Background: an optimization exercise with open tools, aiming at small area, a short achievable clock period and few clock cycles per item. Do not read the settings as production practice.
The RTL was checked by simulation tests, not by an equivalence proof against the original design.

==> run.sh <==
#!/bin/bash
# synth_recipe.tcl (not shown) runs the flow's synth.tcl, then flattens the netlist and writes it again
# the make line also repeats each setting of config.mk as NAME=value (left out here)
make -C /OpenROAD-flow-scripts/flow DESIGN_CONFIG=/design/flow/config.mk WORK_HOME=/design/flow/orfs CLKGATE_MAP_FILE= SYNTH_SCRIPT=/design/flow/synth_recipe.tcl finish
==> config.mk <==
export PLATFORM = sky130hd
export DESIGN_NAME = gradient_row_span_generator
export DESIGN_NICKNAME = gradient_row_span_generator
export VERILOG_FILES = /design/flow/design.v
export SDC_FILE = /design/flow/constraint.sdc
export NUM_CORES = 4
export LEC_CHECK = 0
export CAP_MARGIN = 20
export CORE_MARGIN = 2
export CORE_UTILIZATION = 40
export CTS_BUF_LIST = sky130_fd_sc_hd__clkbuf_8
export CTS_CLUSTER_DIAMETER = 100
export CTS_CLUSTER_SIZE = 14
export SETUP_SLACK_MARGIN = 4.5
export SLEW_MARGIN = 20
export TNS_END_PERCENT = 20
==> constraint.sdc <==
create_clock -name core_clock -period 8.5 [get_ports {clk_i}]
set_input_delay 1.7000 -clock core_clock [delete_from_list [all_inputs] [get_ports {clk_i}]]
set_output_delay 1.7000 -clock core_clock [all_outputs]
set_load 0.01 [all_outputs]
==> design.v <==
module grsg_cmul (
  input  logic [7:0]  mag_i,
  input  logic [14:0] j_i,
  input  logic [16:0] j3_i,
  output logic [22:0] p_o
);
  logic [3:0][22:0] row;
  logic [22:0]      s1, c1, s2, c2;
  for (genvar k = 0; k < 4; k++) begin : g_row
    logic [16:0] sel;
    always_comb begin
      case (mag_i[2*k +: 2])
        2'd0: sel = 17'd0;
        2'd1: sel = {2'b00, j_i};
        2'd2: sel = {1'b0, j_i, 1'b0};
        default: sel = j3_i;
      endcase
    end
    assign row[k] = 23'(sel) << (2 * k);
  end
  assign s1  = row[0] ^ row[1] ^ row[2];
  assign c1  = 23'({(row[0] & row[1]) | (row[0] & row[2]) | (row[1] & row[2]), 1'b0});
  assign s2  = s1 ^ c1 ^ row[3];
  assign c2  = 23'({(s1 & c1) | (s1 & row[3]) | (c1 & row[3]), 1'b0});
  assign p_o = s2 + c2;
endmodule
module grsg_amul (
  input  logic [12:0] py_i,
  input  logic [12:0] x0_i,
  input  logic [13:0] s_i,
  input  logic [15:0] s3_i,
  output logic [20:0] lo_o,
  output logic [19:0] hi_o
);
  logic [6:0][15:0] sel;
  for (genvar k = 0; k < 7; k++) begin : g_sel
    logic [1:0] dg;
    assign dg = (k == 6) ? {1'b0, py_i[12]} : py_i[2*k +: 2];
    always_comb begin
      case (dg)
        2'd0: sel[k] = 16'd0;
        2'd1: sel[k] = {2'b00, s_i};
        2'd2: sel[k] = {1'b0, s_i, 1'b0};
        default: sel[k] = s3_i;
      endcase
    end
  end
  logic [20:0] l0, l1, l2, l3, ls1, lc1, ls2, lc2;
  assign l0  = 21'(sel[0]);
  assign l1  = 21'(sel[1]) << 2;
  assign l2  = 21'(sel[2]) << 4;
  assign l3  = 21'(x0_i);
  assign ls1 = l0 ^ l1 ^ l2;
  assign lc1 = 21'({(l0 & l1) | (l0 & l2) | (l1 & l2), 1'b0});
  assign ls2 = ls1 ^ lc1 ^ l3;
  assign lc2 = 21'({(ls1 & lc1) | (ls1 & l3) | (lc1 & l3), 1'b0});
  assign lo_o = ls2 + lc2;
  logic [19:0] h0, h1, h2, h3, hs1, hc1, hs2, hc2;
  assign h0   = 20'(sel[3]);
  assign h1   = 20'(sel[4]) << 2;
  assign h2   = 20'(sel[5]) << 4;
  assign h3   = 20'(sel[6]) << 6;
  assign hs1  = h0 ^ h1 ^ h2;
  assign hc1  = 20'({(h0 & h1) | (h0 & h2) | (h1 & h2), 1'b0});
  assign hs2  = hs1 ^ hc1 ^ h3;
  assign hc2  = 20'({(hs1 & hc1) | (hs1 & h3) | (hc1 & h3), 1'b0});
  assign hi_o = hs2 + hc2;
endmodule
module grsg_r4_step #(
  parameter int B = 0
) (
  input  logic [B+16:0] rem_i,
  input  logic [14:0]   nd_i,
  input  logic [16:0]   n3d_i,
  output logic [B+14:0] rem_o,
  output logic [1:0]    q_o
);
  logic [16:0] hi;
  logic [17:0] t1, t2, t3;
  logic [14:0] hi_o;
  assign hi = rem_i[B+16 : B];
  assign t1 = {1'b0, hi} + {3'b111, nd_i};           
  assign t2 = {1'b0, hi} + {2'b11, nd_i, 1'b0};      
  assign t3 = {1'b0, hi} + {1'b1, n3d_i};            
  always_comb begin
    if (!t3[17])      begin q_o = 2'd3; hi_o = t3[14:0]; end
    else if (!t2[17]) begin q_o = 2'd2; hi_o = t2[14:0]; end
    else if (!t1[17]) begin q_o = 2'd1; hi_o = t1[14:0]; end
    else              begin q_o = 2'd0; hi_o = hi[14:0]; end
  end
  if (B > 0) begin : g_lo
    assign rem_o = {hi_o, rem_i[B-1:0]};
  end else begin : g_nolo
    assign rem_o = hi_o;
  end
endmodule
module grsg_r2_step #(
  parameter int B = 0
) (
  input  logic [B+15:0] rem_i,
  input  logic [14:0]   nd_i,
  output logic [B+14:0] rem_o,
  output logic          q_o
);
  logic [15:0] hi;
  logic [16:0] t;
  assign hi  = rem_i[B+15 : B];
  assign t   = {1'b0, hi} + {2'b11, nd_i};           
  assign q_o = !t[16];
  if (B > 0) begin : g_lo
    assign rem_o = {q_o ? t[14:0] : hi[14:0], rem_i[B-1:0]};
  end else begin : g_nolo
    assign rem_o = q_o ? t[14:0] : hi[14:0];
  end
endmodule
module gradient_row_span_generator #(
  parameter int unsigned FbMaxDim = 8192
) (
  input  logic          clk_i,
  input  logic          rst_ni,
  input  logic          s_axis_tvalid,
  output logic          s_axis_tready,
  input  logic [127:0]  s_axis_tdata,
  output logic          m_axis_tvalid,
  input  logic          m_axis_tready,
  output logic [63:0]   m_axis_tdata,
  output logic          m_axis_tuser,
  input  logic          cfg_we_i,
  input  logic [1:0]    cfg_idx_i,
  input  logic [13:0]   cfg_wdata_i
);
  logic [13:0] fbw_q, fbh_q, str_q;
  logic [15:0] str3_q;                  
  logic [13:0] wsat;
  assign wsat = (cfg_wdata_i > 14'(FbMaxDim)) ? 14'(FbMaxDim) : cfg_wdata_i;
  always_ff @(posedge clk_i or negedge rst_ni) begin
    if (!rst_ni) begin
      fbw_q <= 14'd640;
      fbh_q <= 14'd480;
      str_q <= 14'd640;
    end else if (cfg_we_i) begin
      if (cfg_idx_i == 2'd0) fbw_q <= wsat;
      if (cfg_idx_i == 2'd1) fbh_q <= wsat;
      if (cfg_idx_i == 2'd2) str_q <= wsat;
    end
  end
  always_ff @(posedge clk_i or negedge rst_ni) begin
    if (!rst_ni) str3_q <= 16'd1920;
    else         str3_q <= {2'b00, str_q} + {1'b0, str_q, 1'b0};
  end
  logic [7:2]  vld_q;
  logic [64:0] f_q;
  logic        adv;
  assign adv           = !vld_q[7] || m_axis_tready;
  assign s_axis_tready = adv;
  assign m_axis_tvalid = vld_q[7];
  assign {m_axis_tuser, m_axis_tdata} = f_q;
  always_ff @(posedge clk_i or negedge rst_ni) begin
    if (!rst_ni) vld_q <= '0;
    else if (adv) vld_q <= {vld_q[6:2], s_axis_tvalid};
  end
  logic signed [15:0] in_x, in_y, in_w, in_h;
  logic [14:0] in_j;
  logic [23:0] in_c0, in_c1;
  assign in_x  = s_axis_tdata[15:0];
  assign in_y  = s_axis_tdata[31:16];
  assign in_w  = s_axis_tdata[47:32];
  assign in_h  = s_axis_tdata[63:48];
  assign in_c0 = s_axis_tdata[87:64];
  assign in_c1 = s_axis_tdata[111:88];
  assign in_j  = s_axis_tdata[126:112];
  logic [16:0] s0_py, s0_xe;
  logic        s0_vis, s0_xe_ge;
  logic [14:0] s0_nd;
  logic [16:0] s0_j3;
  logic [23:0] s0_mag;
  logic [2:0]  s0_neg;
  always_comb begin
    s0_py    = {in_y[15], in_y} + {2'b00, in_j};
    s0_xe    = {in_x[15], in_x} + {in_w[15], in_w};
    s0_xe_ge = !s0_xe[16] && (s0_xe[15:13] != 3'd0);
    s0_vis   = !in_h[15] && (in_j < in_h[14:0])            
            && (s0_py[16:13] == 4'd0)                       
            && (in_x[15] || (in_x[14:13] == 2'd0));         
    s0_nd    = (in_h[14:0] == 15'd1) ? 15'h7fff : (15'd1 - in_h[14:0]);
    s0_j3    = {2'b00, in_j} + {1'b0, in_j, 1'b0};
    for (int c = 0; c < 3; c++) begin
      s0_neg[c] = in_c1[8*c +: 8] < in_c0[8*c +: 8];
      s0_mag[8*c +: 8] = s0_neg[c] ? (in_c0[8*c +: 8] - in_c1[8*c +: 8])
                                   : (in_c1[8*c +: 8] - in_c0[8*c +: 8]);
    end
  end
  logic        r2_vis, r2_xe_ge;
  logic [12:0] r2_py, r2_x0, r2_xe;
  logic [14:0] r2_j, r2_nd;
  logic [16:0] r2_j3;
  logic [23:0] r2_c0, r2_mag;
  logic [2:0]  r2_neg;
  always_ff @(posedge clk_i) begin
    if (adv) begin
      r2_vis   <= s0_vis;
      r2_xe_ge <= s0_xe_ge;
      r2_py    <= s0_py[12:0];
      r2_x0    <= in_x[15] ? 13'd0 : in_x[12:0];
      r2_xe    <= s0_xe[16] ? 13'd0 : s0_xe[12:0];
      r2_j     <= in_j;
      r2_nd    <= s0_nd;
      r2_j3    <= s0_j3;
      r2_c0    <= in_c0;
      r2_mag   <= s0_mag;
      r2_neg   <= s0_neg;
    end
  end
  logic [14:0] s2_l, s2_lw, s2_le;
  logic        s2_vis;
  logic [2:0][22:0] s2_n;
  logic [16:0] s2_n3d;
    always_comb begin
    s2_lw  = {1'b0, fbw_q} - {2'b00, r2_x0};
    s2_le  = {2'b00, r2_xe} - {2'b00, r2_x0};
    s2_l   = (r2_xe_ge || ({1'b0, r2_xe} > fbw_q)) ? s2_lw : s2_le;
    s2_vis = r2_vis && !s2_l[14] && (s2_l[13:0] != 14'd0) && ({1'b0, r2_py} < fbh_q);
    s2_n3d = {2'b11, r2_nd} + {1'b1, r2_nd, 1'b0};           
  end
  for (genvar c = 0; c < 3; c++) begin : g_cmul
    grsg_cmul u_cmul (.mag_i (r2_mag[8*c +: 8]), .j_i (r2_j), .j3_i (r2_j3), .p_o (s2_n[c]));
  end
  logic [20:0] s2_plo;
  logic [19:0] s2_phi;
  grsg_amul u_amul (
    .py_i (r2_py), .x0_i (r2_x0), .s_i (str_q), .s3_i (str3_q), .lo_o (s2_plo), .hi_o (s2_phi)
  );
  logic        r3_vis;
  logic [13:0] r3_len;
  logic [20:0] r3_plo;
  logic [19:0] r3_phi;
  logic [2:0][22:0] r3_n;
  logic [23:0] r3_c0;
  logic [2:0]  r3_neg;
  logic [14:0] r3_nd;
  logic [16:0] r3_n3d;
  always_ff @(posedge clk_i) begin
    if (adv) begin
      r3_vis <= s2_vis;
      r3_len <= s2_l[13:0];
      r3_plo <= s2_plo;
      r3_phi <= s2_phi;
      r3_n   <= s2_n;
      r3_c0  <= r2_c0;
      r3_neg <= r2_neg;
      r3_nd  <= r2_nd;
      r3_n3d <= s2_n3d;
    end
  end
  logic [25:0] s3_addr;
  assign s3_addr = 26'(r3_plo) + {r3_phi, 6'd0};
  logic [2:0][20:0] s3_rem;
  logic [2:0][1:0]  s3_q;
  for (genvar c = 0; c < 3; c++) begin : g_d3
    grsg_r4_step #(.B(6)) u_step (
      .rem_i (r3_n[c]), .nd_i (r3_nd), .n3d_i (r3_n3d), .rem_o (s3_rem[c]), .q_o (s3_q[c])
    );
  end
  logic        r4_vis;
  logic [13:0] r4_len;
  logic [25:0] r4_addr;
  logic [2:0][20:0] r4_rem;
  logic [2:0][1:0]  r4_q;
  logic [23:0] r4_c0;
  logic [2:0]  r4_neg;
  logic [14:0] r4_nd;
  logic [16:0] r4_n3d;
  always_ff @(posedge clk_i) begin
    if (adv) begin
      r4_vis  <= r3_vis;
      r4_len  <= r3_len;
      r4_addr <= s3_addr;
      r4_rem  <= s3_rem;
      r4_q    <= s3_q;
      r4_c0   <= r3_c0;
      r4_neg  <= r3_neg;
      r4_nd   <= r3_nd;
      r4_n3d  <= r3_n3d;
    end
  end
  logic [2:0][18:0] s4_rem;
  logic [2:0][1:0]  s4_q;
  for (genvar c = 0; c < 3; c++) begin : g_d2
    grsg_r4_step #(.B(4)) u_step (
      .rem_i (r4_rem[c]), .nd_i (r4_nd), .n3d_i (r4_n3d), .rem_o (s4_rem[c]), .q_o (s4_q[c])
    );
  end
  logic        r5_vis;
  logic [13:0] r5_len;
  logic [25:0] r5_addr;
  logic [2:0][18:0] r5_rem;
  logic [2:0][3:0]  r5_q;
  logic [23:0] r5_c0;
  logic [2:0]  r5_neg;
  logic [14:0] r5_nd;
  logic [16:0] r5_n3d;
  always_ff @(posedge clk_i) begin
    if (adv) begin
      r5_vis  <= r4_vis;
      r5_len  <= r4_len;
      r5_addr <= r4_addr;
      r5_rem  <= s4_rem;
      for (int c = 0; c < 3; c++) r5_q[c] <= {r4_q[c], s4_q[c]};
      r5_c0   <= r4_c0;
      r5_neg  <= r4_neg;
      r5_nd   <= r4_nd;
      r5_n3d  <= r4_n3d;
    end
  end
  logic [2:0][16:0] s5_rem;
  logic [2:0][1:0]  s5_q;
  for (genvar c = 0; c < 3; c++) begin : g_d1
    grsg_r4_step #(.B(2)) u_step (
      .rem_i (r5_rem[c]), .nd_i (r5_nd), .n3d_i (r5_n3d), .rem_o (s5_rem[c]), .q_o (s5_q[c])
    );
  end
  logic        r6_vis;
  logic [13:0] r6_len;
  logic [25:0] r6_addr;
  logic [2:0][16:0] r6_rem;
  logic [2:0][5:0]  r6_q;
  logic [23:0] r6_c0;
  logic [2:0]  r6_neg;
  logic [14:0] r6_nd;
  logic [16:0] r6_n3d;
  always_ff @(posedge clk_i) begin
    if (adv) begin
      r6_vis  <= r5_vis;
      r6_len  <= r5_len;
      r6_addr <= r5_addr;
      r6_rem  <= s5_rem;
      for (int c = 0; c < 3; c++) r6_q[c] <= {r5_q[c], s5_q[c]};
      r6_c0   <= r5_c0;
      r6_neg  <= r5_neg;
      r6_nd   <= r5_nd;
      r6_n3d  <= r5_n3d;
    end
  end
  logic [2:0][14:0] s6_rem_unused;
  logic [2:0][1:0]  s6_q;
  logic [23:0]      s6_col;
  for (genvar c = 0; c < 3; c++) begin : g_d0
    logic [7:0] base, inc, c1, c2, c3;
    grsg_r4_step #(.B(0)) u_step (
      .rem_i (r6_rem[c]), .nd_i (r6_nd), .n3d_i (r6_n3d), .rem_o (s6_rem_unused[c]), .q_o (s6_q[c])
    );
    assign inc  = r6_neg[c] ? 8'hff : 8'h01;
    assign base = r6_neg[c] ? (r6_c0[8*c +: 8] - {r6_q[c], 2'b00})
                            : (r6_c0[8*c +: 8] + {r6_q[c], 2'b00});
    assign c1   = base + inc;
    assign c2   = base + {inc[6:0], 1'b0};
    assign c3   = base + (r6_neg[c] ? 8'hfd : 8'h03);
    always_comb begin
      case (s6_q[c])
        2'd0: s6_col[8*c +: 8] = base;
        2'd1: s6_col[8*c +: 8] = c1;
        2'd2: s6_col[8*c +: 8] = c2;
        default: s6_col[8*c +: 8] = c3;
      endcase
    end
  end
  always_ff @(posedge clk_i) begin
    if (adv) f_q <= r6_vis ? {1'b1, s6_col, r6_len, r6_addr} : 65'd0;
  end
endmodule
==> results of run 1 <==
## final cells by class
cell class,count,area share (%)
multi-input combinational,5755,54.4
tap,2526,3.57
clock inverter,41,0.291
clock buffer,82,1.28
timing repair buffer,610,6.71
antenna,3,0.00849
sequential,954,32.1
inverter,397,1.70
## timing repair
action                                 CTS  global route
hold buffers                             0             0
pin swaps                              115           113
setup buffers                          211           108
gates resized for setup                277           187
gates cloned                            10             6
setup endpoints to repair              352           324
endpoints found under the hold margin    0             0
## cell usage after synthesis (all sizes together) (28+ instances only)
cell type,n
a211oi,98
nand2,396
a21o,188
nand2b,97
o22ai,30
a211o,36
or2,37
xor2,166
o211ai,49
a21oi,417
mux2,302
xnor2,338
clkbuf,219
inv,397
buf,31
nand3,105
nor2b,162
a22o,214
o21bai,52
o31ai,28
a31oi,60
a21boi,46
nor3,133
nand4,31
and2,94
o21a,116
mux2i,110
a22oi,52
dfrtp,52
nor2,404
fa,183
or3,50
and3,79
o21ai,445
ha,917
edfxtp,890
## final timing paths
kind | cells after the start | endpoint | start
worst max-delay path | 16 | r3_plo[14] | r2_py[2]
worst min-delay path | 0 | r6_c0[2] | r5_c0[2]
worst max register to register | 16 | r3_plo[14] | r2_py[2]
worst min register to register | 0 | r6_c0[2] | r5_c0[2]
max in group asynchronous | 2 | str_q[0] | rst_ni
min in group asynchronous | 2 | fbw_q[0] | rst_ni
## flip-flops by register name, indices dropped and copies added, names as in the netlist, 18 cells and up
register,count
r2_mag,24
r4_addr,26
r2_c0,24
r4_c0,24
r6_addr,26
r3_n,69
f_q,65
r6_rem,51
r4_rem,63
r3_plo,21
r5_c0,24
r5_addr,26
r6_c0,24
r3_phi,20
r6_q,18
r3_c0,24
r5_rem,57
## metal layers
layer	routed length, um	up-vias	global-route usage, %
li1	-	28400	-
met1	99100	28300	29.1
met2	102000	1759	35.5
met3	10800	450	2.47
met4	10400	2	9.31
met5	11	-	0
## cell families after synthesis
| group | Yosys count | synth area share (%) |
|---|---|---|
| fa+ha+maj | 1100 | 19.6 |
| buf+inv | 647 | 3.20 |
| flops | 954 | 36.7 |
| mux | 412 | 5.83 |
| compound gates | 2058 | 18.2 |
| xor+xnor | 504 | 5.72 |
| simple gates | 1677 | 10.8 |
## worst register-to-register path, stage by stage (launching register included)
cell and delay, ps:
edfxtp_1 510, buf_6 170, buf_4 120, mux2_2 260, a22o_1 190, fa_1 500
inv_1 50, fa_1 490, inv_2 50, ha_4 150, or2_4 230, a211o_1 300
a311oi_4 320, o21ai_2 120, a21o_1 170, a21oi_2 160, xnor2_2 110
## per-stage QoR
| step | cell area (um^2) | util (%) |
|---|---|---|
| after global placement | 82100 | 42.7 |
| final | 88500 | 46.0 |
| after CTS | 86600 | 45.1 |
| after floorplan | 77300 | - |
| after global routing | 88500 | 46.0 |
| after detailed placement | 82100 | 42.7 |
==> results.yml, run 1 <==
logic_synthesis:
  ys.flop_type: "edfxtp_1"
  synth_top_area_share_pct: 34.6
  ys.warnings.count: 7
  synth_top_cells_by_area: "edfxtp_1 35%, ha_1 15%, fa_1 4.7%"
  ys_types: 91
  avgSynthCellArea_um2: 10.5
  synth_edf_count: 890
  yosys.area.top_type: "edfxtp_1"
  synthArstFlopShare_pct: 6.71
  syn_inst: 7352
  synth-seq-cells: 954
  syn_nets: 8601
  seq_area_frac_synth_pct: 36.7
  syn_area_um2: 77200
sta:
  skew_ps: 75.1
  finalHoldWorstSlack_ps: 409
  setup_viol: 0
  fin_crit_sh_pct: 49.9
  worst_pin_slew_ps: 1040
  rsz0062_at_grt: "yes"
  fmax_mhz: 236
  setup_tns_ps: 0
  slew_headroom_pct: 30.5
  fin_crit_ps: 4240
  hold_viol_final: 0
  final.setup.worst_slack_ps: 4260
  drv_slew: 0
place:
  hpwlAfterDp_um: 161000
  place.gp.congestion: 0.908
  port_buffers: 214
  dp_cells: 9906
  dp_slack_ps: 2960
setup_path:
  end_kind: "register"
  critPathBufInv: 4
  cp_slowest_cell: "edfxtp_1"
  reg2reg_slack_ps: 4260
  cp-start-kind: "register"
  crit_top_cell: "fa_1"
  crit_fanout: 5
  critPathMaxStageDelay_ps: 510
  crit_family: "compound AO/OA/AOI/OAI gates"
  worstPathRequired_ps: 9070
  arrival_ps: 4810
  path_class: "register to register"
  crit_chain: "buf_6, buf_4, mux2_2, a22o_1, fa_1, inv_1, fa_1, inv_2, ha_4, or2_4, a211o_1, a311oi_4, o21ai_2, a21o_1, a21oi_2, xnor2_2"
clocking:
  clock-sinks: 954
  cts_made_buffers: 82
  cts_htree_levels: 3
  path_clk_slew_ps: 100
  clk-insertion-delay-late_ps: 890
  cts_tree: "built"
  cts_root_buf: "clkbuf_8"
  ctsLongestPathBuffers: 3
finish:
  areaGrowthSynthToFinish_pct: 14.5
  layout_commonest_cell: "edfxtp_1"
  multiInputGateArea_um2: 48100
  layout_common_cells: "890 x edfxtp_1, 859 x ha_1, 409 x inv_1"
  design.final.nets: 9049
  layout-drive-gt1-share_pct: 15.0
  nFillCells: 17700
  stdcell_count: 10400
  regArea_um2: 28400
drt:
  viasPerCell: 5.69
  drt-pass1-iter-count: 6
  totalWireLength_um: 223000
  drt_iter0_markers: 4369
  drc: 0
  dr_total_vias: 59000
  wl_per_cell_um: 21.5
  postRouteAntennaNets: 0
global_routing:
  grt_max_degree: 147
  track_usage_pct: 21.7
  grt_pass1_vias: 57100
  antenna_found_initial: 9
  overflow: 0
  grt_pass1_wl_um: 335000
floorplanning:
  die_area_um2: 197000
  die_h_um: 443
  std_cell_rows: 161
  die_w_um: 443
  ios: 216
  initial_core_util_pct: 40.2
  core_area_um2: 192000
run:
  maxCapViolations: 0
status:
  status: "complete, no violations"
hold_path:
  min_path_type: "register to register"
Testbench counts, summed over its fixed seeds: cycles 16,048, items 16,000.
==> run 2: changes to the inputs <==
==> flow/run.sh (new file) <==
#!/bin/bash
# The standard layout, with the port buffers made from sky130_fd_sc_hd__buf_2 cells.
# standard.sh's full output (synthesis through the final report) goes to standard.log;
# ORFS keeps each step's own log under orfs/logs/.
set -euo pipefail
export BUFFER_PORTS_ARGS="-buffer_cell sky130_fd_sc_hd__buf_2"
bash standard.sh > standard.log 2>&1
==> standard.sh (new file) <==
#!/bin/bash
# synth_recipe.tcl (not shown) runs the flow's synth.tcl, then flattens the netlist and writes it again
# the make line also repeats each setting of config.mk as NAME=value (left out here)
make -C /OpenROAD-flow-scripts/flow DESIGN_CONFIG=/design/flow/config.mk WORK_HOME=/design/flow/orfs CLKGATE_MAP_FILE= SYNTH_SCRIPT=/design/flow/synth_recipe.tcl "${@:-finish}"
--- a/config.mk
+++ b/config.mk
@@ -8,9 +8,7 @@
 export CAP_MARGIN = 20
 export CORE_MARGIN = 2
 export CORE_UTILIZATION = 40
-export CTS_BUF_LIST = sky130_fd_sc_hd__clkbuf_8
-export CTS_CLUSTER_DIAMETER = 100
-export CTS_CLUSTER_SIZE = 14
+export CTS_BUF_LIST = sky130_fd_sc_hd__clkbuf_4 sky130_fd_sc_hd__clkbuf_8
 export SETUP_SLACK_MARGIN = 4.5
 export SLEW_MARGIN = 20
 export TNS_END_PERCENT = 20
removed: run.sh
==> run 2 against run 1 <==
  * Still clean on timing, DRC and antenna
  * Cell area grew 0.18%
  * Area after synthesis is the same
  * Die area is the same
  * Count of clock-buffer cells in the layout grew 131
  * Sequential cell count is the same
  * Sequential share of layout area shrank 0.062 points
  * Critical path depth shrank 1
  * Global-route usage shrank 0.098 points
  * Setup slack lost 69 ps
==> results.yml, run 2 <==
place:
  place.gp.congestion: 0.923
  dp_slack_ps: 2940
  port_buffers: 214
  placed_area_um2: 81100
  hpwlAfterDp_um: 161000
logic_synthesis:
  synth_edf_count: 890
  syn_area_um2: 77200
  synth-seq-cells: 954
  avgSynthCellArea_um2: 10.5
  syn_nets: 8601
  syn_inst: 7352
  ys.warnings.count: 7
  ys.flop_type: "edfxtp_1"
  synthArstFlopShare_pct: 6.71
  yosys.area.top_type: "edfxtp_1"
  seq_area_frac_synth_pct: 36.7
  ys_types: 91
  synthTopCellsByCount: "917 x ha_1, 890 x edfxtp_1, 418 x o21ai_0"
  yosysMostFrequentCell: "ha_1"
  synth_top_area_share_pct: 34.6
  synth_top_cells_by_area: "edfxtp_1 35%, ha_1 15%, fa_1 4.7%"
drt:
  dr_total_vias: 59500
  drt_iter0_markers: 4186
  viasPerCell: 5.66
  drc: 0
  drt-pass1-iter-count: 5
  wl_per_cell_um: 20.9
  totalWireLength_um: 220000
  postRouteAntennaNets: 0
setup_path:
  crit_chain: "buf_6, buf_4, mux2_2, a22o_1, fa_1, fa_1, ha_4, inv_4, o21bai_4, o311a_1, nor2_2, o21ai_2, or4_4, a211o_1, nand3_1"
  rr_startpoint: "r2_mag[16]"
  crit_family: "adder cells"
  cp_slowest_cell: "fa_1"
  arrival_ps: 5080
  rr_endpoint: "r3_n[67]"
  critPathBufInv: 3
  path_class: "register to register"
  rr_worst_depth: 15
  reg2reg_slack_ps: 4190
  crit_fanout: 5
  cp-start-kind: "register"
  cp-startpoint: "r2_mag[16]"
  worstPathRequired_ps: 9280
  end_kind: "register"
  crit_top_cell: "fa_1"
  critPathMaxStageDelay_ps: 600
finish:
  areaGrowthSynthToFinish_pct: 14.8
  layout_commonest_cell: "edfxtp_1"
  design.final.nets: 9086
  biggestRegsByFlops: "r3_n: 69 flops, f_q: 65 flops, r4_rem: 63 flops"
  final_cell_area_um2: 88600
  regMostFlops: "r3_n"
  multiInputGateArea_um2: 47700
  regArea_um2: 28400
  layout-drive-gt1-share_pct: 18.4
  layout_common_cells: "890 x edfxtp_1, 871 x ha_1, 394 x nand2_1"
  largest_reg_flops: 69
  nFillCells: 17800
sta:
  slew_headroom_pct: 19.1
  fin_crit_sh_pct: 50.7
  final.setup.worst_slack_ps: 4190
  hold_viol_final: 0
  setup_tns_ps: 0
  rsz0062_at_grt: "yes"
  finalHoldWorstSlack_ps: 399
  worst_pin_slew_ps: 1210
  fin_crit_ps: 4310
  setup_viol: 0
  fmax_mhz: 232
  drv_slew: 0
  skew_ps: 67.9
clocking:
  cts_tree: "built"
  ctsLongestPathBuffers: 3
  clk-insertion-delay-late_ps: 970
  path_clk_slew_ps: 50
  clock-sinks: 954
  cts_root_buf: "clkbuf_8"
  cts_made_buffers: 171
  cts_htree_levels: 4
global_routing:
  track_usage_pct: 21.6
  grt_max_degree: 181
  grt_pass1_wl_um: 334000
  grt_pass1_vias: 57700
  overflow: 0
  antenna_found_initial: 19
run:
  maxCapViolations: 0
floorplanning:
  initial_core_util_pct: 40.2
  ios: 216
  die_h_um: 443
  die_area_um2: 197000
  core_area_um2: 192000
  die_w_um: 443
  std_cell_rows: 161
status:
  status: "complete, no violations"
hold_path:
  min_path_cells: 0
  holdPathEnd: "r6_c0[22]"
  worstHoldStart: "r5_c0[22]"
  min_path_type: "register to register"
run 2: layout make-up:
type	count	area share, %
diodes	9	0.0254
clock buffers	213	3.02
clock inverters	97	1.03
inverters	397	1.71
multi-input cells	5751	53.8
flip-flops and latches	954	32.0
well taps	2526	3.57
repair buffers	561	4.85
repair inverters	1	0.00565
run 2: how the worst max path moves through the flow:
stage / to / slack (ps) / cells past startpoint
after floorplan: s_axis_tready / 2810 / 2
after global placement: r3_n[45] / 2860 / 17
after detailed placement: r3_plo[14] / 2940 / 14
after CTS: r3_phi[17] / 4150 / 17
after global routing: r3_n[67] / 4070 / 15
final: r3_n[67] / 4190 / 15
run 2: repair_timing:
action | 4_1_cts | 5_1_grt
hold buffers | 0 | 0
setup endpoints to repair | 145 | 194
pin swaps | 95 | 122
gates cloned | 6 | 2
buffers inserted | 163 | 107
gates resized for setup | 211 | 150
run 2: cell families after synthesis:
kind of cell | count (synthesis) | share of synthesized area [%]
buffers and inverters | 647 | 3.20
xor gates and xnor gates | 504 | 5.72
DFF | 954 | 36.7
adders and majority gates | 1100 | 19.6
and+or+nand+nor | 1677 | 10.8
muxes | 412 | 5.83
AOI/OAI and AO/OA | 2058 | 18.2
run 2: worst register-to-register path, stage by stage (launching register included):
cell and delay [ps]:
edfxtp_1 500, buf_6 180, buf_4 120, mux2_2 260, a22o_1 210, fa_1 510
fa_1 600, ha_4 230, inv_4 50, o21bai_4 80, o311a_1 390, nor2_2 140
o21ai_2 90, or4_4 460, a211o_1 280, nand3_1 80
run 2: per-stage QoR:
| step | util [%] | instances |
|---|---|---|
| 3_5_place_dp | 42.2 | 9911 |
| 2_1_floorplan | - | 7352 |
| 4_1_cts | 45.3 | 10400 |
| 6_report | 46.1 | 10500 |
| 5_1_grt | 46.1 | 10500 |
| 3_3_place_gp | 42.2 | 9911 |
run 2: metal layers:
| metal | global-route usage, % | share of wire [%] |
|---|---|---|
| met5 | 0 | 0.0050 |
| met4 | 9.38 | 4.3 |
| met3 | 2.94 | 5.1 |
| met2 | 34.5 | 46 |
| met1 | 29.4 | 45 |
==> run 3: changes to the inputs <==
--- a/design.v
+++ b/design.v
@@ -26,18 +26,15 @@
 endmodule
 module grsg_amul (
   input  logic [12:0] py_i,
-  input  logic [12:0] x0_i,
   input  logic [13:0] s_i,
   input  logic [15:0] s3_i,
-  output logic [20:0] lo_o,
+  output logic [19:0] lo_o,
   output logic [19:0] hi_o
 );
-  logic [6:0][15:0] sel;
-  for (genvar k = 0; k < 7; k++) begin : g_sel
-    logic [1:0] dg;
-    assign dg = (k == 6) ? {1'b0, py_i[12]} : py_i[2*k +: 2];
+  logic [5:0][15:0] sel;
+  for (genvar k = 0; k < 6; k++) begin : g_sel
     always_comb begin
-      case (dg)
+      case (py_i[2*k +: 2])
         2'd0: sel[k] = 16'd0;
         2'd1: sel[k] = {2'b00, s_i};
         2'd2: sel[k] = {1'b0, s_i, 1'b0};
@@ -45,26 +42,19 @@
       endcase
     end
   end
-  logic [20:0] l0, l1, l2, l3, ls1, lc1, ls2, lc2;
-  assign l0  = 21'(sel[0]);
-  assign l1  = 21'(sel[1]) << 2;
-  assign l2  = 21'(sel[2]) << 4;
-  assign l3  = 21'(x0_i);
-  assign ls1 = l0 ^ l1 ^ l2;
-  assign lc1 = 21'({(l0 & l1) | (l0 & l2) | (l1 & l2), 1'b0});
-  assign ls2 = ls1 ^ lc1 ^ l3;
-  assign lc2 = 21'({(ls1 & lc1) | (ls1 & l3) | (lc1 & l3), 1'b0});
-  assign lo_o = ls2 + lc2;
-  logic [19:0] h0, h1, h2, h3, hs1, hc1, hs2, hc2;
+  logic [19:0] l0, l1, l2, ls, lc, h0, h1, h2, hs, hc;
+  assign l0   = 20'(sel[0]);
+  assign l1   = 20'(sel[1]) << 2;
+  assign l2   = 20'(sel[2]) << 4;
+  assign ls   = l0 ^ l1 ^ l2;
+  assign lc   = 20'({(l0 & l1) | (l0 & l2) | (l1 & l2), 1'b0});
+  assign lo_o = ls + lc;
   assign h0   = 20'(sel[3]);
   assign h1   = 20'(sel[4]) << 2;
   assign h2   = 20'(sel[5]) << 4;
-  assign h3   = 20'(sel[6]) << 6;
-  assign hs1  = h0 ^ h1 ^ h2;
-  assign hc1  = 20'({(h0 & h1) | (h0 & h2) | (h1 & h2), 1'b0});
-  assign hs2  = hs1 ^ hc1 ^ h3;
-  assign hc2  = 20'({(hs1 & hc1) | (hs1 & h3) | (hc1 & h3), 1'b0});
-  assign hi_o = hs2 + hc2;
+  assign hs   = h0 ^ h1 ^ h2;
+  assign hc   = 20'({(h0 & h1) | (h0 & h2) | (h1 & h2), 1'b0});
+  assign hi_o = hs + hc;
 endmodule
 module grsg_r4_step #(
   parameter int B = 0
@@ -225,15 +215,15 @@
   for (genvar c = 0; c < 3; c++) begin : g_cmul
     grsg_cmul u_cmul (.mag_i (r2_mag[8*c +: 8]), .j_i (r2_j), .j3_i (r2_j3), .p_o (s2_n[c]));
   end
-  logic [20:0] s2_plo;
-  logic [19:0] s2_phi;
+  logic [19:0] s2_plo, s2_phi;
   grsg_amul u_amul (
-    .py_i (r2_py), .x0_i (r2_x0), .s_i (str_q), .s3_i (str3_q), .lo_o (s2_plo), .hi_o (s2_phi)
+    .py_i (r2_py), .s_i (str_q), .s3_i (str3_q), .lo_o (s2_plo), .hi_o (s2_phi)
   );
   logic        r3_vis;
   logic [13:0] r3_len;
-  logic [20:0] r3_plo;
-  logic [19:0] r3_phi;
+  logic [19:0] r3_plo, r3_phi;
+  logic        r3_py12;
+  logic [12:0] r3_x0;
   logic [2:0][22:0] r3_n;
   logic [23:0] r3_c0;
   logic [2:0]  r3_neg;
@@ -245,6 +235,8 @@
       r3_len <= s2_l[13:0];
       r3_plo <= s2_plo;
       r3_phi <= s2_phi;
+      r3_py12 <= r2_py[12];
+      r3_x0  <= r2_x0;
       r3_n   <= s2_n;
       r3_c0  <= r2_c0;
       r3_neg <= r2_neg;
@@ -253,7 +245,7 @@
     end
   end
   logic [25:0] s3_addr;
-  assign s3_addr = 26'(r3_plo) + {r3_phi, 6'd0};
+  assign s3_addr = 26'(r3_plo) + {r3_phi, 6'd0} + (r3_py12 ? {str_q, 12'd0} : 26'd0) + 26'(r3_x0);
   logic [2:0][20:0] s3_rem;
   logic [2:0][1:0]  s3_q;
   for (genvar c = 0; c < 3; c++) begin : g_d3
==> run.sh (new file) <==
#!/bin/bash
# synth_recipe.tcl (not shown) runs the flow's synth.tcl, then flattens the netlist and writes it again
# the make line also repeats each setting of config.mk as NAME=value (left out here)
make -C /OpenROAD-flow-scripts/flow DESIGN_CONFIG=/design/flow/config.mk WORK_HOME=/design/flow/orfs CLKGATE_MAP_FILE= SYNTH_SCRIPT=/design/flow/synth_recipe.tcl finish
removed: flow/run.sh
removed: standard.sh
==> run 3 against run 2 <==
  * Still clean on timing, DRC and antenna
  * Register-to-register slack better by 130 ps
  * Setup slack improved by 130 ps
  * Synthesized cell count increased by 1.5%
  * Area after synthesis grew 1.1%
  * First-iteration DRC count increased by 4.7%
  * Core utilization increased by 0.46 points
  * Global-route usage up 0.26 points
  * Die area rose by 1.1%
  * Critical path type unchanged
  * Highest routed layer is now met4
==> results.yml, run 3 <==
status:
  status: "complete, no violations"
sta:
  skew_ps: 63.4
  drv_slew: 0
  setup_viol: 0
  fin_crit_ps: 4180
  rsz0062_at_grt: "yes"
  fin_crit_sh_pct: 49.2
  slew_headroom_pct: 28.8
  hold_viol_final: 0
  worst_pin_slew_ps: 1060
  setup_tns_ps: 0
  fmax_mhz: 239
setup_path:
  critPathMaxStageDelay_ps: 520
  arrival_ps: 4880
  crit_chain: "buf_6, buf_6, mux2_2, a22o_1, fa_1, fa_1, ha_4, nor2b_1, o21a_1, o21ai_2, a211oi_2, or3_4, nand2_4, o2111ai_2, a21oi_2, xor2_1"
  crit_fanout: 3
  rr_endpoint: "r3_n[22]"
  cp_slowest_cell: "fa_1"
  reg2reg_slack_ps: 4320
  cp-startpoint: "r2_mag[2]"
  cp-start-kind: "register"
  crit_end: "r3_n[22]"
  rr_worst_depth: 16
  end_kind: "register"
  worstPathRequired_ps: 9200
  path_class: "register to register"
  cp_num_cells: 16
  critPathBufInv: 2
  rr_startpoint: "r2_mag[2]"
  crit_family: "adder cells"
place:
  hpwlAfterDp_um: 165000
  place.gp.congestion: 0.884
  placed_area_um2: 83100
  port_buffers: 214
logic_synthesis:
  synth_top_area_share_pct: 34.7
  syn_nets: 8732
  yosys.area.top_type: "edfxtp_1"
  synth-seq-cells: 967
  synthTopCellsByCount: "945 x ha_1, 903 x edfxtp_1, 511 x a21oi_1"
  ys.flop_type: "edfxtp_1"
  seq_area_frac_synth_pct: 36.8
  syn_inst: 7463
  synth_edf_count: 903
  ys_types: 93
  synth_top_cells_by_area: "edfxtp_1 35%, ha_1 15%, fa_1 4.5%"
  synthArstFlopShare_pct: 6.62
  yosysMostFrequentCell: "ha_1"
  avgSynthCellArea_um2: 10.5
  ys.warnings.count: 7
  syn_area_um2: 78100
finish:
  final_cell_area_um2: 90600
  postLayoutCoreUtil_pct: 46.6
  areaGrowthSynthToFinish_pct: 16.0
  multiInputGateArea_um2: 48400
  layout_commonest_cell: "ha_1"
  regMostFlops: "r3_n"
  design.final.nets: 9220
  largest_reg_flops: 69
  biggestRegsByFlops: "r3_n: 69 flops, f_q: 65 flops, r4_rem: 63 flops"
  nFillCells: 17800
  regArea_um2: 28700
  layout-drive-gt1-share_pct: 15.0
  layout_common_cells: "917 x ha_1, 903 x edfxtp_1, 471 x a21oi_1"
global_routing:
  grt_pass1_vias: 58700
  overflow: 0
  grt_max_degree: 168
  antenna_found_initial: 11
  track_usage_pct: 21.9
  grt_pass1_wl_um: 339000
floorplanning:
  die_w_um: 446
  die_h_um: 446
  std_cell_rows: 162
  die_area_um2: 199000
  initial_core_util_pct: 40.1
  ios: 216
  core_area_um2: 195000
clocking:
  cts_htree_levels: 4
  ctsLongestPathBuffers: 3
  cts_made_buffers: 173
  clock-sinks: 967
  path_clk_slew_ps: 60
  clk-insertion-delay-late_ps: 950
  cts_tree: "built"
  cts_root_buf: "clkbuf_8"
drt:
  drt-pass1-iter-count: 5
  drt_iter0_markers: 4384
  postRouteAntennaNets: 0
  dr_total_vias: 60300
  drc: 0
  viasPerCell: 5.67
  wl_per_cell_um: 21.1
  totalWireLength_um: 225000
hold_path:
  min_path_type: "register to register"
run:
  maxCapViolations: 0
run 3: cell count changes in the layout (fill, tap and decap cells not counted), moves of 17 or more:
cell	before	now
a21oi_1	380	471
a211o_1	35	73
nor2b_1	149	166
clkdlybuf4s50_1	0	208
o21ai_0	387	360
ha_1	871	917
a22oi_1	38	64
buf_2	216	2
and3_1	76	47
nor3_1	132	162
run 3: layout make-up:
class	instances	area share, %
multi-input cells	5873	53.3
flip-flops and latches	967	31.7
repair buffers	565	5.87
well taps	2542	3.51
clock buffers	224	3.05
inverters	371	1.54
clock inverters	92	0.976
diodes	3	0.00828
run 3: repair_timing:
action | CTS | global route
gates cloned | 3 | 4
setup endpoints to repair | 285 | 470
pin swaps | 113 | 107
buffers inserted | 202 | 68
hold buffers | 0 | 0
resized for setup | 204 | 113
run 3: cell families after synthesis:
family | after synthesis | share of synthesized area [%]
flops | 967 | 36.8
buf+inv | 625 | 3.04
simple gates | 1678 | 10.6
fa+ha+maj | 1120 | 19.6
compound gates | 2153 | 18.5
mux | 402 | 5.61
xor+xnor | 518 | 5.81
run 3: layer usage:
metal  vias to the layer above  routed length, um  global-route usage (%)
met5                         -                  0                       0
met4                         0               9400                    9.31
met3                       448              11900                    2.93
met2                      1866             102000                    35.1
met1                     28900             101000                    29.7
li1                      29100                  -                       -
run 3: metrics by stage:
stage	std cells	worst slack (ps)	hold WS, ps
floorplan	7463	2780	400
global placement	10000	2980	400
detailed placement	10000	3010	405
CTS	10600	4310	385
global route	10600	4180	361
finish	10600	4320	389
run 3: worst min-delay path by stage:
stage | startpoint | depth (start not counted) | endpoint
final | r3_c0[3] | 0 | r4_c0[3]
after global routing | r3_c0[3] | 0 | r4_c0[3]
after CTS | r3_c0[3] | 0 | r4_c0[3]
after detailed placement | r3_c0[14] | 0 | r4_c0[14]
after global placement | r3_len[3] | 0 | r4_len[3]
after floorplan | r2_c0[0] | 0 | r3_c0[0]
Testbench counts of run 3, summed over its fixed seeds: cycles 16,048, items 16,000.
==> run 4: changes to the inputs <==
--- a/config.mk
+++ b/config.mk
@@ -8,7 +8,9 @@
 export CAP_MARGIN = 20
 export CORE_MARGIN = 2
 export CORE_UTILIZATION = 40
-export CTS_BUF_LIST = sky130_fd_sc_hd__clkbuf_4 sky130_fd_sc_hd__clkbuf_8
+export CTS_BUF_LIST = sky130_fd_sc_hd__clkbuf_8
+export CTS_CLUSTER_DIAMETER = 100
+export CTS_CLUSTER_SIZE = 14
 export SETUP_SLACK_MARGIN = 4.5
 export SLEW_MARGIN = 20
 export TNS_END_PERCENT = 20
==> run 4 against run 3 <==
  * Sequential share of layout area up 0.67 points
  * Cell area down 2.1%
  * Non-clock buffer count down 6
  * Clock skew up 6.7 ps
  * Routed wire length down 1.0%
  * Worst hold slack about the same
  * Count of clock-buffer cells in the layout down 137
==> results.yml, run 4 <==
drt:
  drc: 0
  viasPerCell: 5.69
  drt-pass1-iter-count: 5
  wl_per_cell_um: 21.3
  totalWireLength_um: 222000
  dr_total_vias: 59400
  postRouteAntennaNets: 0
  drt_iter0_markers: 4467
setup_path:
  rr_startpoint: "r2_mag[4]"
  crit_fanout: 10
  path_class: "register to register"
  rr_worst_depth: 15
  cp-startpoint: "r2_mag[4]"
  end_kind: "register"
  cp-start-kind: "register"
  cp_slowest_cell: "fa_1"
  crit_chain: "buf_6, buf_8, mux2_2, a22o_1, fa_1, fa_1, ha_4, and3_4, nand3_1, a211oi_2, or3_4, nand2_2, o2111ai_1, a21oi_1, xor2_1"
  worstPathRequired_ps: 9130
  critPathMaxStageDelay_ps: 560
  crit_top_cell: "fa_1"
  arrival_ps: 4810
clocking:
  cts_hold_buffers: 0
  path_clk_slew_ps: 90
  cts_tree: "built"
  clk-insertion-delay-late_ps: 890
  cts_root_buf: "clkbuf_8"
  cts_htree_levels: 3
  clock-sinks: 967
  ctsLongestPathBuffers: 3
  cts_made_buffers: 85
floorplanning:
  initial_core_util_pct: 40.1
  std_cell_rows: 162
  die_w_um: 446
  ios: 216
  die_area_um2: 199000
  core_area_um2: 195000
  die_h_um: 446
sta:
  fin_crit_ps: 4190
  fin_crit_sh_pct: 49.2
  rsz0062_at_grt: "yes"
  drv_slew: 0
  hold_viol_final: 0
  setup_tns_ps: 0
  slew_headroom_pct: 20.2
  fmax_mhz: 239
  worst_pin_slew_ps: 1190
  skew_ps: 70.1
  final.setup.worst_slack_ps: 4310
  setup_viol: 0
finish:
  layout_common_cells: "903 x edfxtp_1, 901 x ha_1, 466 x a21oi_1"
  biggestRegsByFlops: "r3_n: 69 flops, f_q: 65 flops, r4_rem: 63 flops"
  regArea_um2: 28700
  areaGrowthSynthToFinish_pct: 13.7
  layout-drive-gt1-share_pct: 13.3
  final_cell_area_um2: 88800
  multiInputGateArea_um2: 48600
  layout_commonest_cell: "edfxtp_1"
  design.final.nets: 9125
  regMostFlops: "r3_n"
  largest_reg_flops: 69
  nFillCells: 17900
global_routing:
  antenna_found_initial: 12
  grt_pass1_wl_um: 335000
  grt_max_degree: 168
  gr-usage-met1_pct: 29.7
  track_usage_pct: 21.6
  grt_pass1_vias: 57600
  grt_use_met3_pct: 2.33
  grtUsageMet2_pct: 34.9
  top_usage_layer: "met2"
  overflow: 0
logic_synthesis:
  synthArstFlopShare_pct: 6.62
  synth_top_cells_by_area: "edfxtp_1 35%, ha_1 15%, fa_1 4.5%"
  seq_area_frac_synth_pct: 36.8
  yosys.area.top_type: "edfxtp_1"
  yosysMostFrequentCell: "ha_1"
  ys.warnings.count: 7
  avgSynthCellArea_um2: 10.5
  syn_inst: 7463
  syn_area_um2: 78100
  syn_nets: 8732
  synth_edf_count: 903
  ys.flop_type: "edfxtp_1"
  ys_types: 93
  synthTopCellsByCount: "945 x ha_1, 903 x edfxtp_1, 511 x a21oi_1"
  synth_top_area_share_pct: 34.7
  synth-seq-cells: 967
place:
  port_buffers: 214
  place.gp.congestion: 0.884
  placed_area_um2: 83100
  hpwlAfterDp_um: 165000
  dp_slack_ps: 3010
hold_path:
  min_path_type: "register to register"
  worstHoldStart: "r2_neg[0]"
  min_path_cells: 0
run:
  maxCapViolations: 0
status:
  status: "complete, no violations"
## run 4: routing by layer
| layer | share of wire, % | vias up |
|---|---|---|
| met5 | 0 | - |
| met4 | 4.4 | 0 |
| met3 | 5.1 | 410 |
| met2 | 45 | 1743 |
| met1 | 45 | 28500 |
| li1 | - | 28800 |
## run 4: worst max-delay path: cells and delay by family, from the launching register on
family	cells	cell delay (ps)
fa+ha+maj	3	1420
compound gates	4	790
simple gates	4	530
flops	1	390
mux	1	340
buf+inv	2	310
xor+xnor	1	150
## run 4: final cells by class
type                    count  area share (%)
clock inverters            40           0.340
clock buffers              87            1.35
well taps                2542            3.58
multi-input cells        5872            54.7
diodes                      4          0.0113
flip-flops and latches    967            32.4
inverters                 371            1.57
repair buffers            559            6.08
## run 4: timing repair
action,4_1_cts,5_1_grt
gates resized for setup,210,178
setup endpoints to repair,435,382
hold endpoints to repair,0,0
pin swaps,122,133
gates cloned,5,2
setup buffers,173,90
## run 4: logic make-up (layout without fill, tap and decap cells)
group                    after synthesis  in the layout  synth area share, %
AO/OA/AOI/OAI                       2153           2154                 18.5
XOR/XNOR                             518            518                 5.81
adder cells (fa/ha/maj)             1120           1120                 19.6
buffers and inverters                625           1057                 3.04
flip-flops                           967            967                 36.8
multiplexers                         402            402                 5.61
other                                  0              4                    0
AND/OR/NAND/NOR                     1678           1678                 10.6
## run 4: worst paths after layout
| path | endpoint | slack (ps) |
|---|---|---|
| worst max-delay path | r3_n[22] | 4310 |
| worst min-delay path | r3_neg[0] | 390 |
| worst max register to register | r3_n[22] | 4310 |
| worst min register to register | r3_neg[0] | 390 |
| max in group asynchronous | str_q[2] | 6880 |
| min in group asynchronous | vld_q[5] | 980 |
## run 4: through the flow
step                hold slack [ps]  util [%]  instances
floorplan                       400         -       7463
global placement                400      42.7      10000
detailed placement              405      42.7      10000
CTS                             353      44.8      10300
global route                    383      45.6      10400
finish                          389      45.6      10400
==> run 5: changes to the inputs <==
--- a/config.mk
+++ b/config.mk
@@ -13,4 +13,4 @@
 export CTS_CLUSTER_SIZE = 14
 export SETUP_SLACK_MARGIN = 4.5
 export SLEW_MARGIN = 20
-export TNS_END_PERCENT = 20
+export TNS_END_PERCENT = 5
==> run 5 against run 4 <==
  * Largest cell class unchanged
  * First-iteration DRC count shrank 5.8%
  * Register-to-register slack lost 30 ps
  * Critical path depth decreased by 3
  * Highest routed layer unchanged
  * Still clean on timing, DRC and antenna
  * Routed wire length decreased by 1.2%
==> results.yml, run 5 <==
status:
  status: "complete, no violations"
run:
  maxCapViolations: 0
sta:
  hold_viol_final: 0
  rsz0062_at_grt: "yes"
  fmax_mhz: 237
  setup_tns_ps: 0
  slew_headroom_pct: 34.3
  fin_crit_sh_pct: 49.6
  setup_viol: 0
  finalHoldWorstSlack_ps: 390
  worst_pin_slew_ps: 985
  skew_ps: 65.7
  drv_slew: 0
  fin_crit_ps: 4210
finish:
  layout_common_cells: "921 x ha_1, 903 x edfxtp_1, 481 x a21oi_1"
  design.final.nets: 9034
  biggestRegsByFlops: "r3_n: 69 flops, f_q: 65 flops, r4_rem: 63 flops"
  largest_reg_flops: 69
  regMostFlops: "r3_n"
  nFillCells: 18000
  layout-drive-gt1-share_pct: 11.2
  multiInputGateArea_um2: 47900
  regArea_um2: 28700
  areaGrowthSynthToFinish_pct: 11.7
  layout_commonest_cell: "ha_1"
logic_synthesis:
  syn_inst: 7463
  syn_nets: 8732
  avgSynthCellArea_um2: 10.5
  seq_area_frac_synth_pct: 36.8
  synth_top_area_share_pct: 34.7
  ys_types: 93
  synth_top_cells_by_area: "edfxtp_1 35%, ha_1 15%, fa_1 4.5%"
  yosysMostFrequentCell: "ha_1"
  syn_area_um2: 78100
  synth_edf_count: 903
  ys.warnings.count: 7
  yosys.area.top_type: "edfxtp_1"
  ys.flop_type: "edfxtp_1"
  synthArstFlopShare_pct: 6.62
  synth-seq-cells: 967
  synthTopCellsByCount: "945 x ha_1, 903 x edfxtp_1, 511 x a21oi_1"
floorplanning:
  die_w_um: 446
  initial_core_util_pct: 40.1
  std_cell_rows: 162
  ios: 216
  die_area_um2: 199000
  core_area_um2: 195000
  die_h_um: 446
setup_path:
  critPathBufInv: 0
  arrival_ps: 4850
  end_kind: "register"
  crit_chain: "fa_1, fa_1, ha_4, a21o_1, and4_1, o311a_1, a2111o_1, a31oi_2, nor2b_1, o21a_1, o41a_1, xnor2_1"
  crit_fanout: 5
  crit_top_cell: "fa_1"
  critPathMaxStageDelay_ps: 560
  cp-start-kind: "register"
  path_class: "register to register"
  crit_family: "compound AO/OA/AOI/OAI gates"
  cp_slowest_cell: "fa_1"
  worstPathRequired_ps: 9140
global_routing:
  track_usage_pct: 21.5
  overflow: 0
  grt_pass1_vias: 57300
  grt_max_degree: 168
  grt_pass1_wl_um: 334000
  antenna_found_initial: 12
drt:
  drt-pass1-iter-count: 6
  dr_total_vias: 58900
  wl_per_cell_um: 21.2
  drt_iter0_markers: 4209
  drc: 0
  postRouteAntennaNets: 0
  totalWireLength_um: 220000
  viasPerCell: 5.69
hold_path:
  min_path_type: "register to register"
place:
  hpwlAfterDp_um: 165000
  port_buffers: 214
  place.gp.congestion: 0.884
clocking:
  cts_htree_levels: 3
  cts_root_buf: "clkbuf_8"
  clk-insertion-delay-late_ps: 890
  cts_tree: "built"
  path_clk_slew_ps: 90
  clock-sinks: 967
  cts_made_buffers: 85
  ctsLongestPathBuffers: 3
## run 5: cell counts after synthesis
Identical to the previous run, type by type.
## run 5: timing repair
| item | in CTS | in global routing |
|---|---|---|
| gates cloned | 3 | 1 |
| hold buffers | 0 | 0 |
| setup endpoints to repair | 435 | 491 |
| buffers inserted | 140 | 35 |
| pin swaps | 84 | 50 |
| gates resized for setup | 139 | 88 |
## run 5: metal layers
layer / track usage [%] / up-vias / wire length, um
met5: 0 / - / 0
met4: 8.26 / 0 / 9030
met3: 2.29 / 390 / 10700
met2: 34.7 / 1594 / 99800
met1: 29.6 / 28300 / 100000
li1: - / 28600 / -
## run 5: logic make-up (layout without fill, tap and decap cells)
kind of cell / Yosys count / count (layout) / share of synthesized area [%]
other cells: 0 / 3 / 0
simple gates: 1678 / 1678 / 10.6
compound gates: 2153 / 2153 / 18.5
xor+xnor: 518 / 518 / 5.81
mux: 402 / 402 / 5.61
flops: 967 / 967 / 36.8
fa+ha+maj: 1120 / 1120 / 19.6
buf+inv: 625 / 967 / 3.04
## run 5: final timing paths
check | start | endpoint | slack, ps | depth (start not counted)
min in group asynchronous | rst_ni | vld_q[5] | 990 | 2
max | r3_x0[12] | r4_addr[25] | 4290 | 12
min | r2_c0[4] | r3_c0[4] | 390 | 0
max reg2reg | r3_x0[12] | r4_addr[25] | 4290 | 12
min reg2reg | r2_c0[4] | r3_c0[4] | 390 | 0
max in group asynchronous | rst_ni | str_q[2] | 6860 | 2
## run 5: layout make-up
cell class | count | share of cell area, %
multi-input cells | 5871 | 55.0
flip-flops and latches | 967 | 32.9
repair buffers | 469 | 5.14
well taps | 2542 | 3.65
inverters | 371 | 1.60
clock buffers | 87 | 1.37
clock inverters | 40 | 0.346
diodes | 3 | 0.00860
## run 5: metrics by stage
stage,cells,setup WS [ps],util [%],area [um^2]
after floorplan,7463,2780,-,78100
after global placement,10000,2980,42.7,83100
after detailed placement,10000,3010,42.7,83100
after CTS,10300,4230,44.5,86500
after global routing,10400,4170,44.8,87200
final,10400,4290,44.8,87200
## run 5: worst reg2reg max path: cells and delay by family, from the launching register on
family	cells	cell delay, ps
AO/OA/AOI/OAI	6	1690
adder cells (fa/ha/maj)	3	1310
flip-flops	1	550
AND/OR/NAND/NOR	2	300
XOR/XNOR	1	130
==> run 6: changes to the inputs <==
--- a/config.mk
+++ b/config.mk
@@ -13,4 +13,4 @@
 export CTS_CLUSTER_SIZE = 14
 export SETUP_SLACK_MARGIN = 4.5
 export SLEW_MARGIN = 20
-export TNS_END_PERCENT = 5
+export TNS_END_PERCENT = 50
==> run 6 against run 5 <==
  * Cell area grew 2.0%
  * Critical path depth up 3
==> results.yml, run 6 <==
finish:
  layout-drive-gt1-share_pct: 13.6
  biggestRegsByFlops: "r3_n: 69 flops, f_q: 65 flops, r4_rem: 63 flops"
  largest_reg_flops: 69
  areaGrowthSynthToFinish_pct: 14.0
  nFillCells: 17800
  design.final.nets: 9147
  layout_common_cells: "903 x ha_1, 903 x edfxtp_1, 466 x a21oi_1"
  regMostFlops: "r3_n"
global_routing:
  overflow: 0
  grt_max_degree: 168
  grt_pass1_vias: 57600
  antenna_found_initial: 12
  grt_pass1_wl_um: 335000
  track_usage_pct: 21.6
sta:
  skew_ps: 74.7
  hold_viol_final: 0
  slew_headroom_pct: 21.3
  drv_slew: 0
  fin_crit_sh_pct: 49.1
  fmax_mhz: 240
  setup_viol: 0
  finalHoldWorstSlack_ps: 389
  fin_crit_ps: 4170
  setup_tns_ps: 0
  rsz0062_at_grt: "yes"
  final.setup.worst_slack_ps: 4330
  worst_pin_slew_ps: 1170
setup_path:
  arrival_ps: 4800
  rr_worst_depth: 15
  crit_top_cell: "fa_1"
  rr_endpoint: "r3_n[22]"
  critPathBufInv: 2
  cp-start-kind: "register"
  end_kind: "register"
  worstPathRequired_ps: 9130
  crit_fanout: 10
  crit_chain: "buf_6, buf_8, mux2_2, a22o_1, fa_1, fa_1, ha_4, and3_4, nand3_1, a211oi_2, or3_4, nand2_2, o2111ai_1, a21oi_1, xor2_1"
  rr_startpoint: "r2_mag[4]"
  cp_slowest_cell: "fa_1"
  critPathMaxStageDelay_ps: 560
  crit_family: "adder cells"
  reg2reg_slack_ps: 4330
  path_class: "register to register"
floorplanning:
  die_w_um: 446
  core_area_um2: 195000
  initial_core_util_pct: 40.1
  die_h_um: 446
  die_area_um2: 199000
  std_cell_rows: 162
  ios: 216
drt:
  wl_met2_um: 102000
  highest_layer: "met4"
  drc: 0
  wl_per_cell_um: 21.3
  dr_total_vias: 59600
  drt_iter0_markers: 4376
  viasPerCell: 5.70
  totalWireLength_um: 223000
  wl_met1_um: 101000
  postRouteAntennaNets: 0
  drt-pass1-iter-count: 5
  wl_met3_um: 10600
place:
  hpwlAfterDp_um: 165000
  port_buffers: 214
  dp_slack_ps: 3010
  place.gp.congestion: 0.884
run:
  maxCapViolations: 0
logic_synthesis:
  synth_top_area_share_pct: 34.7
  avgSynthCellArea_um2: 10.5
  yosys.area.top_type: "edfxtp_1"
  synth_edf_count: 903
  synth.area.mux_share_pct: 5.61
  yosys.area_share.simple_pct: 10.6
  seq_area_frac_synth_pct: 36.8
  synth_top_cells_by_area: "edfxtp_1 35%, ha_1 15%, fa_1 4.5%"
  synthTopCellsByCount: "945 x ha_1, 903 x edfxtp_1, 511 x a21oi_1"
  synth_compound_area_share_pct: 18.5
  syn_nets: 8732
  synth-seq-cells: 967
  ys.warnings.count: 7
  ys_types: 93
  synth_top_family_by_area: "adder cells"
  yosys.area_share.adder_pct: 19.6
  syn_area_um2: 78100
  syn_inst: 7463
  synth_xor_area_share_pct: 5.81
  ys.flop_type: "edfxtp_1"
  yosysMostFrequentCell: "ha_1"
  synthArstFlopShare_pct: 6.62
clocking:
  clock-sinks: 967
  cts_htree_levels: 3
  path_clk_slew_ps: 90
  ctsLongestPathBuffers: 3
  clk-insertion-delay-late_ps: 890
  cts_made_buffers: 85
  cts_tree: "built"
  cts_root_buf: "clkbuf_8"
hold_path:
  min_path_cells: 0
  min_path_type: "register to register"
  holdPathEnd: "r3_neg[0]"
  worstHoldStart: "r2_neg[0]"
status:
  status: "complete, no violations"
[run 6: cell counts after synthesis]
Identical to the previous run, type by type.
[run 6: worst register-to-register path: stages (launching register included)]
cell       delay (ps)
edfxtp_1          390
buf_6             150
buf_8             150
mux2_2            340
a22o_1            200
fa_1              540
fa_1              560
ha_4              320
and3_4            200
nand3_1            90
a211oi_2          270
or3_4             180
nand2_2            60
o2111ai_1         210
a21oi_1           110
xor2_1            150
[run 6: final cells by class]
class                   count  area, um^2  area share [%]
well taps                2542        3180            3.57
repair buffers            580        5560            6.25
inverters                 371        1400            1.57
clock inverters            40         302           0.339
multi-input cells        5873       48600            54.6
flip-flops and latches    967       28700            32.3
clock buffers              87        1200            1.35
diodes                      3        7.51         0.00843
[run 6: how the worst max path moves through the flow]
stage	start	end	slack [ps]	cells after the start
3_3_place_gp	s_axis_tdata[88]	r2_mag[5]	2980	14
2_1_floorplan	m_axis_tready	s_axis_tready	2780	2
3_5_place_dp	s_axis_tdata[88]	r2_mag[5]	3010	14
6_report	r2_mag[4]	r3_n[22]	4330	15
4_1_cts	r2_mag[2]	r3_n[22]	4350	16
5_1_grt	r2_mag[2]	r3_n[22]	4230	16
[run 6: metrics by stage]
stage          utilization [%]  area (um^2)  std cells
2_1_floorplan                -        78100       7463
6_report                  45.8        89000      10500
3_5_place_dp              42.7        83100      10000
4_1_cts                   44.8        87200      10300
3_3_place_gp              42.7        83100      10000
5_1_grt                   45.8        89000      10500
[run 6: metal layers]
metal	vias up	global-route usage, %
met2	1700	34.9
met1	28700	29.7
met5	-	0
met4	0	8.49
li1	28800	-
met3	409	2.33
[run 6: what timing repair did]
action                                  in CTS  in global routing
pin swaps                                  122                153
endpoints found under the setup margin     435                379
setup buffers                              177                108
resized for setup                          215                186
hold buffers                                 0                  0
cloned                                       5                  2
[run 6: kinds of logic (layout without fill, tap and decap cells)]
group / after synthesis / count (layout)
buf+inv: 625 / 1078
xor+xnor: 518 / 518
compound gates: 2153 / 2155
mux: 402 / 402
flops: 967 / 967
other cells: 0 / 3
simple gates: 1678 / 1678
fa+ha+maj: 1120 / 1120

-- separate check: timing with driven ports --
In the flow no input, the clock included, has a driving cell. The finished layouts below were timed again as built, in two steps.
Step 1, drivers: a clkbuf_16 drives clk_i and a buf_2 each remaining input, both assumed.
Step 2 times the ports against the registers' clock, not the clock port: input delays grow and output delays shrink by t, the midpoint of the rising clock arrivals with the driver on.
Three values: ideal ports, drivers, drivers and shift; two values: the first two.
run	shift t [ns]	slack for setup (ns)	worst register clock-pin slew, ns	worst data-port slew with drivers (ns)	cell pins on the clock port's net
run 1	0.946	4.261 / 4.261 / 3.558	0.10 / 0.10	0.12	1
run 2	1.013	4.192 / 4.192 / 3.356	0.07 / 0.07	0.12	1
run 3	0.998	4.318 / 4.318 / 3.387	0.07 / 0.07	0.12	1
run 4	0.926	4.314 / 4.314 / 3.551	0.11 / 0.11	0.12	1
run 5	0.925	4.285 / 4.285 / 3.430	0.11 / 0.11	0.13	1
run 6	0.925	4.330 / 4.330 / 3.512	0.12 / 0.12	0.12	1
After both steps every run listed still meets setup and hold. The setup slack of run 3, which loses most, moves by 0.000 ns with the drivers and by -0.931 ns with both steps.
